Background: an optimization exercise with open tools, aiming at small area, a short achievable clock period and few clock cycles per item. Do not read the settings as production practice.
At most, simulation tests tie the RTL to the original design; equivalence was not proved.
Power and IR drop assume default switching activity.

Setup of job 3275:
==> flow/design.v (excerpt) <==
module longest_ordered_trail_dp #(
  parameter int VERTICES    = lotd_pkg::VerticesDef,
  parameter int LENGTH_BITS = lotd_pkg::LengthBitsDef
) (
  input  wire logic                          clk_i,
  input  wire logic                          rst_ni,
  input  wire logic                          start,
  output logic                               busy,
  input  wire logic                          cmd_i,
  input  wire logic [lotd_pkg::EndW-1:0]     end_a_i,
  input  wire logic [lotd_pkg::EndW-1:0]     end_b_i,
  output logic                               done_o,
  output logic [lotd_pkg::LongestW-1:0]      longest_length_o,
  output logic                               saturated_o
);
  logic v1, v2;
  lotd_ctrl u_ctrl (
    .clk_i  (clk_i),
    .rst_ni (rst_ni),
    .start_i(start),
    .v1_o   (v1),
    .v2_o   (v2),
    .busy_o (busy),
    .done_o (done_o)
  );
  lotd_dpath #(
    .Vertices  (VERTICES),
    .LengthBits(LENGTH_BITS)
  ) u_dpath (
    .clk_i           (clk_i),
    .rst_ni          (rst_ni),
    .v1_i            (v1),
    .v2_i            (v2),
    .cmd_in_i        (cmd_i),
    .end_a_i         (end_a_i),
    .end_b_i         (end_b_i),
    .longest_length_o(longest_length_o),
    .saturated_o     (saturated_o)
  );
endmodule
Settings: LEC_CHECK=0, CAP_MARGIN=20, CORE_MARGIN=2, CORE_UTILIZATION=30, SETUP_SLACK_MARGIN=2.8, SLEW_MARGIN=20; clock period 5.5 ns.
run.sh (not shown) runs the stock make flow with config.mk's settings and CLKGATE_MAP_FILE= SYNTH_SCRIPT=/design/flow/synth_recipe.tcl, a recipe that flattens the netlist after the stock synthesis.
Job 3275 was carried through to the last stage, and its layout satisfied the timing, DRC and antenna checks.
Testbench counts of job 3275, summed over its fixed seeds: cycles 16,024, items 16,000.
Inputs modified between job 3275 and job 1446:
Settings: swapping 2.8 for 3.2 in SETUP_SLACK_MARGIN; swapping 30 for 38 in CORE_UTILIZATION.
Findings:
- Worst-path maximum fanout, job 3275 and job 1446: higher on job 3275
- When the final numbers for job 3275 and job 1446 were put side by side, the source-to-sink clock delay at the later pin of the worst-skew pair turned out to be greater in job 3275.
- [job 1446 vs job 3275] combined global-route utilization of all metal layers: higher in job 1446
- On global-route wire length before repair: job 1446 sits above job 3275.
- Clock sink total came out exactly the same in job 3275 and job 1446.
Relative to job 1446, the following input files were edited for job 9364:
Settings: SETUP_SLACK_MARGIN changed from 3.2 to 2.9; CORE_UTILIZATION changed from 38 to 30.
Notes after the runs:
Comparing job 1446 and job 9364, the lower buffer and inverter count on the worst path is on job 9364. Job 9364 ends up with lower end-of-flow core utilization than job 1446 does. Routed wire in job 9364 totals less than in job 1446. Across both runs, worst hold slack was lower for job 9364 than for job 1446.

Setup of north:
longest_ordered_trail_dp, a different RTL version from the one above (not shown whole).
Size in the first run: about 1000 flip-flops, about 41000 µm² of cells after synthesis.
==> flow/config.mk <==
export PLATFORM = sky130hd
export DESIGN_NAME = longest_ordered_trail_dp
export DESIGN_NICKNAME = longest_ordered_trail_dp
export VERILOG_FILES = /design/flow/design.v
export SDC_FILE = /design/flow/constraint.sdc
export NUM_CORES = 4
export LEC_CHECK = 0
export CAP_MARGIN = 20
export CORE_MARGIN = 2
export CORE_UTILIZATION = 35
export SETUP_SLACK_MARGIN = 3.0
export SLEW_MARGIN = 20
==> flow/constraint.sdc <==
create_clock -name core_clock -period 5.5 [get_ports {clk_i}]
set_input_delay 1.1000 -clock core_clock [delete_from_list [all_inputs] [get_ports {clk_i}]]
set_output_delay 1.1000 -clock core_clock [all_outputs]
set_load 0.01 [all_outputs]
Input changes introduced in south (baseline for comparison: north):
Settings: TNS_END_PERCENT: unset -> 20; CORE_UTILIZATION: 35 -> 30.
## What came out
- STATUS final critical path time including I/O delays and setup: south loses against north
- Power: south vs north down 0.00025 W
- Routing usage on met2 delta for south relative to north: 5.8 points lower
- south vs north: number of clock-tree buffers in the layout up
- Overall die height: south higher than north
- Between north and south, global-route usage over all layers is higher for north, south comes in under that.
- Worst reg-to-reg setup slack, north and south, lower one = south.
- Compared with north, south shows a higher share of power burned in the clock network.
- Worst slack on hold paths delta (north -> south): insignificant
No run of this note included a check of the RTL's function; only the layout flow was run.

JK:
RTL: one of the versions met above, not the one the previous note started from.
Design longest_ordered_trail_dp, start of the top module:
module longest_ordered_trail_dp #(
  parameter int VERTICES    = lotd_pkg::VerticesDef,
  parameter int LENGTH_BITS = lotd_pkg::LengthBitsDef
) (
  input  wire logic                          clk_i,
  input  wire logic                          rst_ni,
  input  wire logic                          start,
  output logic                               busy,
  input  wire logic                          cmd_i,
  input  wire logic [lotd_pkg::EndW-1:0]     end_a_i,
  input  wire logic [lotd_pkg::EndW-1:0]     end_b_i,
  output logic                               done_o,
  output logic [lotd_pkg::LongestW-1:0]      longest_length_o,
  output logic                               saturated_o
);
==> flow/config.mk <==
export PLATFORM = sky130hd
export DESIGN_NAME = longest_ordered_trail_dp
export DESIGN_NICKNAME = longest_ordered_trail_dp
export VERILOG_FILES = /design/flow/design.v
export SDC_FILE = /design/flow/constraint.sdc
export NUM_CORES = 4
export LEC_CHECK = 0
export CAP_MARGIN = 20
export CORE_MARGIN = 2
export CORE_UTILIZATION = 30
export SETUP_SLACK_MARGIN = 2.6
export SLEW_MARGIN = 20
==> flow/constraint.sdc <==
create_clock -name core_clock -period 5.5 [get_ports {clk_i}]
set_input_delay 1.1000 -clock core_clock [delete_from_list [all_inputs] [get_ports {clk_i}]]
set_output_delay 1.1000 -clock core_clock [all_outputs]
set_load 0.01 [all_outputs]
Testbench counts of JK, summed over its fixed seeds: cycles 16,024, items 16,000.
Modified inputs, MS compared to JK
- swapping 2.6 for 2.4 in SETUP_SLACK_MARGIN
==> run summary <==
- Diff MS..JK | post-synthesis net count | unchanged
- Slack of the critical path down 0.077 ns in MS wrt JK
- Share of cell area taken by multi-input logic gates: MS vs JK, no meaningful difference
- Looking at total power, MS sits 79 uW below JK.
- As far as sequential share of layout area is concerned, MS and JK perform about the same.
- In MS the final clock period utilization by the worst path turned out 1.4 points higher than in JK.
- Worst hold slack across all endpoints: MS vs JK down 0.0033 ns
- Via count deteriorates in MS relative to JK.
- The final layouts of MS and JK pass the timing, DRC and antenna checks.
- JK ended up with u_dpath.sa1_q[16]$_SDFF_PN0_ as its startpoint of the most critical setup path; MS ended up with u_dpath.wdf_q[10]$_DFF_P_.
- Per the comparison of MS with JK, signed area change from the synthesized netlist to the final layout saw a decrease; power share of the clock group closely matched the old numbers.

Setup of build 30:
Starting RTL as in the previous note.
Design longest_ordered_trail_dp, start of the top module:
module longest_ordered_trail_dp #(
  parameter int VERTICES    = lotd_pkg::VerticesDef,
  parameter int LENGTH_BITS = lotd_pkg::LengthBitsDef
) (
  input  wire logic                          clk_i,
  input  wire logic                          rst_ni,
  input  wire logic                          start,
  output logic                               busy,
  input  wire logic                          cmd_i,
  input  wire logic [lotd_pkg::EndW-1:0]     end_a_i,
  input  wire logic [lotd_pkg::EndW-1:0]     end_b_i,
  output logic                               done_o,
  output logic [lotd_pkg::LongestW-1:0]      longest_length_o,
  output logic                               saturated_o
);
clock: 5.5 ns
lec_check: 0
cap_margin: 20
core_margin: 2
core_utilization: 30
setup_slack_margin: 2.7
slew_margin: 20
Testbench counts of build 30, summed over its fixed seeds: cycles 16,024, items 16,000.
### build 30 -> build 21
# build 30
export LEC_CHECK = 0
export CAP_MARGIN = 20
export CORE_MARGIN = 2
export CORE_UTILIZATION = 30
export SETUP_SLACK_MARGIN = 2.7
export SLEW_MARGIN = 20
create_clock -name core_clock -period 5.5 [get_ports {clk_i}]
# build 21
export LEC_CHECK = 0
export CAP_MARGIN = 20
export CORE_MARGIN = 2
export CORE_UTILIZATION = 30
export SETUP_SLACK_MARGIN = 3.5
export SLEW_MARGIN = 20
create_clock -name core_clock -period 5.5 [get_ports {clk_i}]
Findings:
On power, build 21 does worse than build 30.
Re area of the die: no difference whatsoever between build 21 and build 30.
Switching share of power (build 21 over build 30): increase, 1.7 points
Total routed wirelength on build 21 is behind build 30.
Sequential share of layout area down 6.9 points in build 21 wrt build 30
Relative to build 30, the number of signal-net inverters in the final layout of build 21 is higher by 1.
Edits applied to the flow inputs when going from build 21 to build 53:
# build 21
export LEC_CHECK = 0
export CAP_MARGIN = 20
export CORE_MARGIN = 2
export CORE_UTILIZATION = 30
export SETUP_SLACK_MARGIN = 3.5
export SLEW_MARGIN = 20
create_clock -name core_clock -period 5.5 [get_ports {clk_i}]
# build 53
export LEC_CHECK = 0
export CAP_MARGIN = 20
export CORE_MARGIN = 2
export CORE_UTILIZATION = 30
export SETUP_SLACK_MARGIN = 3.2
export SLEW_MARGIN = 20
create_clock -name core_clock -period 5.5 [get_ports {clk_i}]
Results
Worst endpoint data arrival time ends up higher on build 53. Build 53 vs. build 21: footprint of the flip-flops and latches went down by 0.32%. Delta (build 53 minus build 21): power shows a reduction of 0.96 mW; cell area shows a reduction of 6.0%. For the count of clock-buffer cells in the layout, build 53 came in about 6.6% higher than build 21 did. Headroom to the max-slew limit, build 21 and build 53: larger value in build 21. Of build 21 and build 53, the lower combined global-route utilization of all metal layers belongs to build 53. Build 53 against build 21: logic depth of the worst setup path including buffers moved down, setup slack of the critical path after layout -0.22 ns. There was hardly any difference in sequential power between build 53 and build 21.

The RTL this note starts from:
==> flow/design.v <==
`timescale 1ns / 1ps
`default_nettype none
package lotd_pkg;
  localparam int VerticesDef   = 64;
  localparam int LengthBitsDef = 12;
  localparam int EndW          = 6;
  localparam int LongestW      = 12;
endpackage
`default_nettype wire
`timescale 1ns / 1ps
`default_nettype none
module lotd_ctrl (
  input  wire logic clk_i,
  input  wire logic rst_ni,
  input  wire logic start_i,
  output logic      v1_o,
  output logic      v2_o,
  output logic      busy_o,
  output logic      done_o
);
  logic v1_q, v2_q, done_q;
  always_ff @(posedge clk_i or negedge rst_ni) begin
    if (!rst_ni) begin
      v1_q   <= 1'b0;
      v2_q   <= 1'b0;
      done_q <= 1'b0;
    end else begin
      v1_q   <= start_i;
      v2_q   <= v1_q;
      done_q <= v2_q;
    end
  end
  assign v1_o   = v1_q;
  assign v2_o   = v2_q;
  assign busy_o = 1'b0;
  assign done_o = done_q;
endmodule
`default_nettype wire
`timescale 1ns / 1ps
`default_nettype none
module lotd_dpath #(
  parameter int Vertices   = lotd_pkg::VerticesDef,
  parameter int LengthBits = lotd_pkg::LengthBitsDef
) (
  input  wire logic                       clk_i,
  input  wire logic                       rst_ni,
  input  wire logic                       v1_i,
  input  wire logic                       v2_i,
  input  wire logic                       cmd_in_i,
  input  wire logic [lotd_pkg::EndW-1:0]  end_a_i,
  input  wire logic [lotd_pkg::EndW-1:0]  end_b_i,
  output logic [lotd_pkg::LongestW-1:0]   longest_length_o,
  output logic                            saturated_o
);
  localparam int AW = lotd_pkg::EndW;
  localparam int LW = LengthBits;
  localparam logic [LW-1:0] LenMax = '1;
  logic [LW-1:0] mem [Vertices];
  logic                c1_q;
  logic [AW-1:0]       a1_q, b1_q;
  logic [31:0]         sa1_q, sb1_q;                       
  logic [7:0]          ga1_q, gb1_q;                       
  logic                e2_aa_q, e2_ab_q, e2_ba_q, e2_bb_q;   
  logic                p3a_q, p3b_q;                         
  logic                c2_q;
  logic [AW-1:0]       a2_q, b2_q;
  logic [LW-1:0]       rda2_q, rdb2_q;    
  logic                hita2_q, hitb2_q;  
  logic [LW-1:0]       la2, lb2;
  logic [Vertices-1:0] we3_q;
  logic [LW-1:0]       wd3_q;
  logic [LW-1:0]       wdf_q;    
  logic [LW-1:0]       run_q, out_q;
  logic                sat_q, osat_q;
  function automatic logic [LW-1:0] sat_inc(input logic [LW-1:0] v);
    logic [LW-1:0] m;
    for (int i = 0; i < LW; i++) begin
      for (int j = 0; j < LW; j++) m[j] = (j >= i);
      sat_inc[i] = (&v) | (v[i] ^ (&(v | m)));
    end
  endfunction
  function automatic logic greater(input logic [LW-1:0] x, input logic [LW-1:0] y);
    logic [LW-1:0] e, m;
    e = ~(x ^ y);
    greater = 1'b0;
    for (int i = 0; i < LW; i++) begin
      for (int j = 0; j < LW; j++) m[j] = (j <= i);
      greater = greater | (x[i] & ~y[i] & (&(e | m)));
    end
  endfunction
  logic          edge2, clr2, a_ge_b, b_ge_a, wa, wb, grow;
  logic [LW-1:0] inc_a, inc_b, incm, run_d;
  logic          sat_d;
  assign la2    = hita2_q ? wdf_q : rda2_q;
  assign lb2    = hitb2_q ? wdf_q : rdb2_q;
  assign edge2  = v2_i & c2_q;
  assign clr2   = v2_i & ~c2_q;
  assign a_ge_b = ~greater(lb2, la2);
  assign b_ge_a = ~greater(la2, lb2);
  assign inc_a  = sat_inc(la2);
  assign inc_b  = sat_inc(lb2);
  assign incm   = a_ge_b ? inc_a : inc_b;
  assign wa     = edge2 & b_ge_a;
  assign wb     = edge2 & a_ge_b;
  assign grow   = edge2 & ((la2 == run_q) | (lb2 == run_q));
  always_comb begin
    run_d = run_q;
    sat_d = sat_q;
    if (clr2) begin
      run_d = '0;
      sat_d = 1'b0;
    end else if (grow) begin
      run_d = sat_inc(run_q);
      sat_d = sat_q | (&run_q[LW-1:1]);
    end
  end
  always_ff @(posedge clk_i or negedge rst_ni) begin
    if (!rst_ni) begin
      run_q  <= '0;
      sat_q  <= 1'b0;
      wd3_q  <= '0;
    end else begin
      run_q  <= run_d;
      sat_q  <= sat_d;
      wd3_q  <= clr2 ? '0 : incm;
    end
  end
  always_ff @(posedge clk_i or negedge rst_ni) begin
    if (!rst_ni) begin
      we3_q <= '1;
    end else begin
      for (int v = 0; v < Vertices; v++) begin
        we3_q[v] <= clr2 | (wa & (a2_q == AW'(v))) | (wb & (b2_q == AW'(v)));
      end
    end
  end
  always_ff @(posedge clk_i) begin
    out_q  <= run_d;
    wdf_q  <= clr2 ? '0 : incm;
    osat_q <= sat_d;
  end
  always_ff @(posedge clk_i) begin
    for (int v = 0; v < Vertices; v++) begin
      if (we3_q[v]) begin
        mem[v] <= wd3_q;
      end
    end
  end
  logic          p3a_d, p3b_d;
  logic [LW-1:0] rd_a, rd_b;
  always_comb begin
    rd_a = '0;
    rd_b = '0;
    for (int g = 0; g < 8; g++) begin
      logic [LW-1:0] ta, tb;
      ta = '0;
      tb = '0;
      for (int l = 0; l < 8; l++) begin
        ta = ta | (mem[8*g+l] & {LW{sa1_q[8*(g/2)+l]}});
        tb = tb | (mem[8*g+l] & {LW{sb1_q[8*(g/2)+l]}});
      end
      rd_a = rd_a | (ta & {LW{ga1_q[g]}});
      rd_b = rd_b | (tb & {LW{gb1_q[g]}});
    end
  end
  assign p3a_d = clr2 | (wa & (end_a_i == a2_q)) | (wb & (end_a_i == b2_q));
  assign p3b_d = clr2 | (wa & (end_b_i == a2_q)) | (wb & (end_b_i == b2_q));
  always_ff @(posedge clk_i) begin
    c1_q    <= cmd_in_i;
    a1_q    <= end_a_i;
    b1_q    <= end_b_i;
    sa1_q   <= 32'(1) << {end_a_i[5:4], end_a_i[2:0]};
    sb1_q   <= 32'(1) << {end_b_i[5:4], end_b_i[2:0]};
    ga1_q   <= p3a_d ? 8'd0 : 8'(1) << end_a_i[5:3];
    gb1_q   <= p3b_d ? 8'd0 : 8'(1) << end_b_i[5:3];
    p3a_q   <= p3a_d;
    p3b_q   <= p3b_d;
    e2_aa_q <= end_a_i == a1_q;
    e2_ab_q <= end_a_i == b1_q;
    e2_ba_q <= end_b_i == a1_q;
    e2_bb_q <= end_b_i == b1_q;
    c2_q    <= c1_q;
    a2_q    <= a1_q;
    b2_q    <= b1_q;
    rda2_q  <= rd_a | (wd3_q & {LW{p3a_q}});
    rdb2_q  <= rd_b | (wd3_q & {LW{p3b_q}});
    hita2_q <= clr2 | (wa & e2_aa_q) | (wb & e2_ab_q);
    hitb2_q <= clr2 | (wa & e2_ba_q) | (wb & e2_bb_q);
  end
  assign longest_length_o = lotd_pkg::LongestW'(out_q);
  assign saturated_o      = osat_q;
endmodule
`default_nettype wire
`timescale 1ns / 1ps
`default_nettype none
module longest_ordered_trail_dp #(
  parameter int VERTICES    = lotd_pkg::VerticesDef,
  parameter int LENGTH_BITS = lotd_pkg::LengthBitsDef
) (
  input  wire logic                          clk_i,
  input  wire logic                          rst_ni,
  input  wire logic                          start,
  output logic                               busy,
  input  wire logic                          cmd_i,
  input  wire logic [lotd_pkg::EndW-1:0]     end_a_i,
  input  wire logic [lotd_pkg::EndW-1:0]     end_b_i,
  output logic                               done_o,
  output logic [lotd_pkg::LongestW-1:0]      longest_length_o,
  output logic                               saturated_o
);
  logic v1, v2;
  lotd_ctrl u_ctrl (
    .clk_i  (clk_i),
    .rst_ni (rst_ni),
    .start_i(start),
    .v1_o   (v1),
    .v2_o   (v2),
    .busy_o (busy),
    .done_o (done_o)
  );
  lotd_dpath #(
    .Vertices  (VERTICES),
    .LengthBits(LENGTH_BITS)
  ) u_dpath (
    .clk_i           (clk_i),
    .rst_ni          (rst_ni),
    .v1_i            (v1),
    .v2_i            (v2),
    .cmd_in_i        (cmd_i),
    .end_a_i         (end_a_i),
    .end_b_i         (end_b_i),
    .longest_length_o(longest_length_o),
    .saturated_o     (saturated_o)
  );
endmodule
`default_nettype wire
==> flow/config.mk <==
export PLATFORM = sky130hd
export DESIGN_NAME = longest_ordered_trail_dp
export DESIGN_NICKNAME = longest_ordered_trail_dp
export VERILOG_FILES = /design/flow/design.v
export SDC_FILE = /design/flow/constraint.sdc
export NUM_CORES = 4
export LEC_CHECK = 0
export CAP_MARGIN = 20
export CORE_MARGIN = 2
export CORE_UTILIZATION = 30
export CTS_CLUSTER_DIAMETER = 60
export CTS_CLUSTER_SIZE = 25
export SETUP_SLACK_MARGIN = 3.2
export SLEW_MARGIN = 20
==> flow/constraint.sdc <==
create_clock -name core_clock -period 5.5 [get_ports {clk_i}]
set_input_delay 1.1000 -clock core_clock [delete_from_list [all_inputs] [get_ports {clk_i}]]
set_output_delay 1.1000 -clock core_clock [all_outputs]
set_load 0.01 [all_outputs]
Testbench counts at the start, summed over its fixed seeds: cycles 16,024, items 16,000.
Then changed:
CTS_CLUSTER_DIAMETER = not set   (was 60)
CTS_CLUSTER_SIZE = not set   (was 25)
SETUP_SLACK_MARGIN = 3.0   (was 3.2)
TNS_END_PERCENT = 20   (was not set)
Effect: Cell count decreases by 0.67%; total power increases by about 1.1%; synthesized area is unchanged; global-route usage increases by 0.51 points.
Then changed:
SETUP_SLACK_MARGIN = 3.2   (was 3.0)
TNS_END_PERCENT = not set   (was 20)
Result: The changed run finished clean; worst setup slack is better by 310 ps; global-route usage falls by 0.20 points; wire length is about the same; flip-flop and latch count does not change; power climbs by 2.0%.

separate check: timing with driven ports:
Ports are ideal in the flow. The routed layouts listed here were re-timed in OpenROAD.
Step 1 sets driving cells, clkbuf_16 on the clock port and buf_2 on the other inputs (assumed; they add their load-dependent delay and slew).
Step 2 adds t to the input delays and takes it off the output delays; t is the mean of the earliest and latest rising clock arrival at the registers after step 1. Input paths then give back, and output paths get back, about the clock's delay inside the block.
Three values: ideal, step 1, step 2; two values: the first two.
run | t (ns) | slack for setup (ns) | slew at the worst register clock pin (ns) | pins driven straight from the clock port
job 3275 | 0.773 | 2.773 / 2.773 / 2.162 | 0.07 / 0.07 | 1
job 1446 | 0.758 | 2.737 / 2.737 / 2.418 | 0.07 / 0.07 | 1
job 9364 | 0.775 | 2.825 / 2.825 / 2.168 | 0.07 / 0.07 | 1
north | 0.766 | 2.588 / 2.588 / 2.424 | 0.07 / 0.07 | 1
south | 0.751 | 2.543 / 2.543 / 2.272 | 0.07 / 0.07 | 1
JK | 0.772 | 2.604 / 2.604 / 2.064 | 0.07 / 0.07 | 1
MS | 0.772 | 2.527 / 2.527 / 2.071 | 0.07 / 0.07 | 1
build 30 | 0.772 | 2.707 / 2.707 / 2.034 | 0.07 / 0.07 | 1
build 21 | 0.768 | 2.791 / 2.791 / 2.329 | 0.07 / 0.07 | 1
build 53 | 0.784 | 2.574 / 2.574 / 2.241 | 0.07 / 0.07 | 1
the first run of note 5 | 0.744 | 2.632 / 2.632 / 1.924 | 0.10 / 0.10 | 1
the second run of note 5 | 0.773 | 2.433 / 2.433 / 2.056 | 0.07 / 0.07 | 1
the third run of note 5 | 0.766 | 2.742 / 2.742 / 2.157 | 0.07 / 0.07 | 1
After both steps setup and hold are still met in every run listed. For the first run of note 5, which loses most, drivers alone change the setup slack by 0.000 ns; drivers and shift together by -0.708 ns.
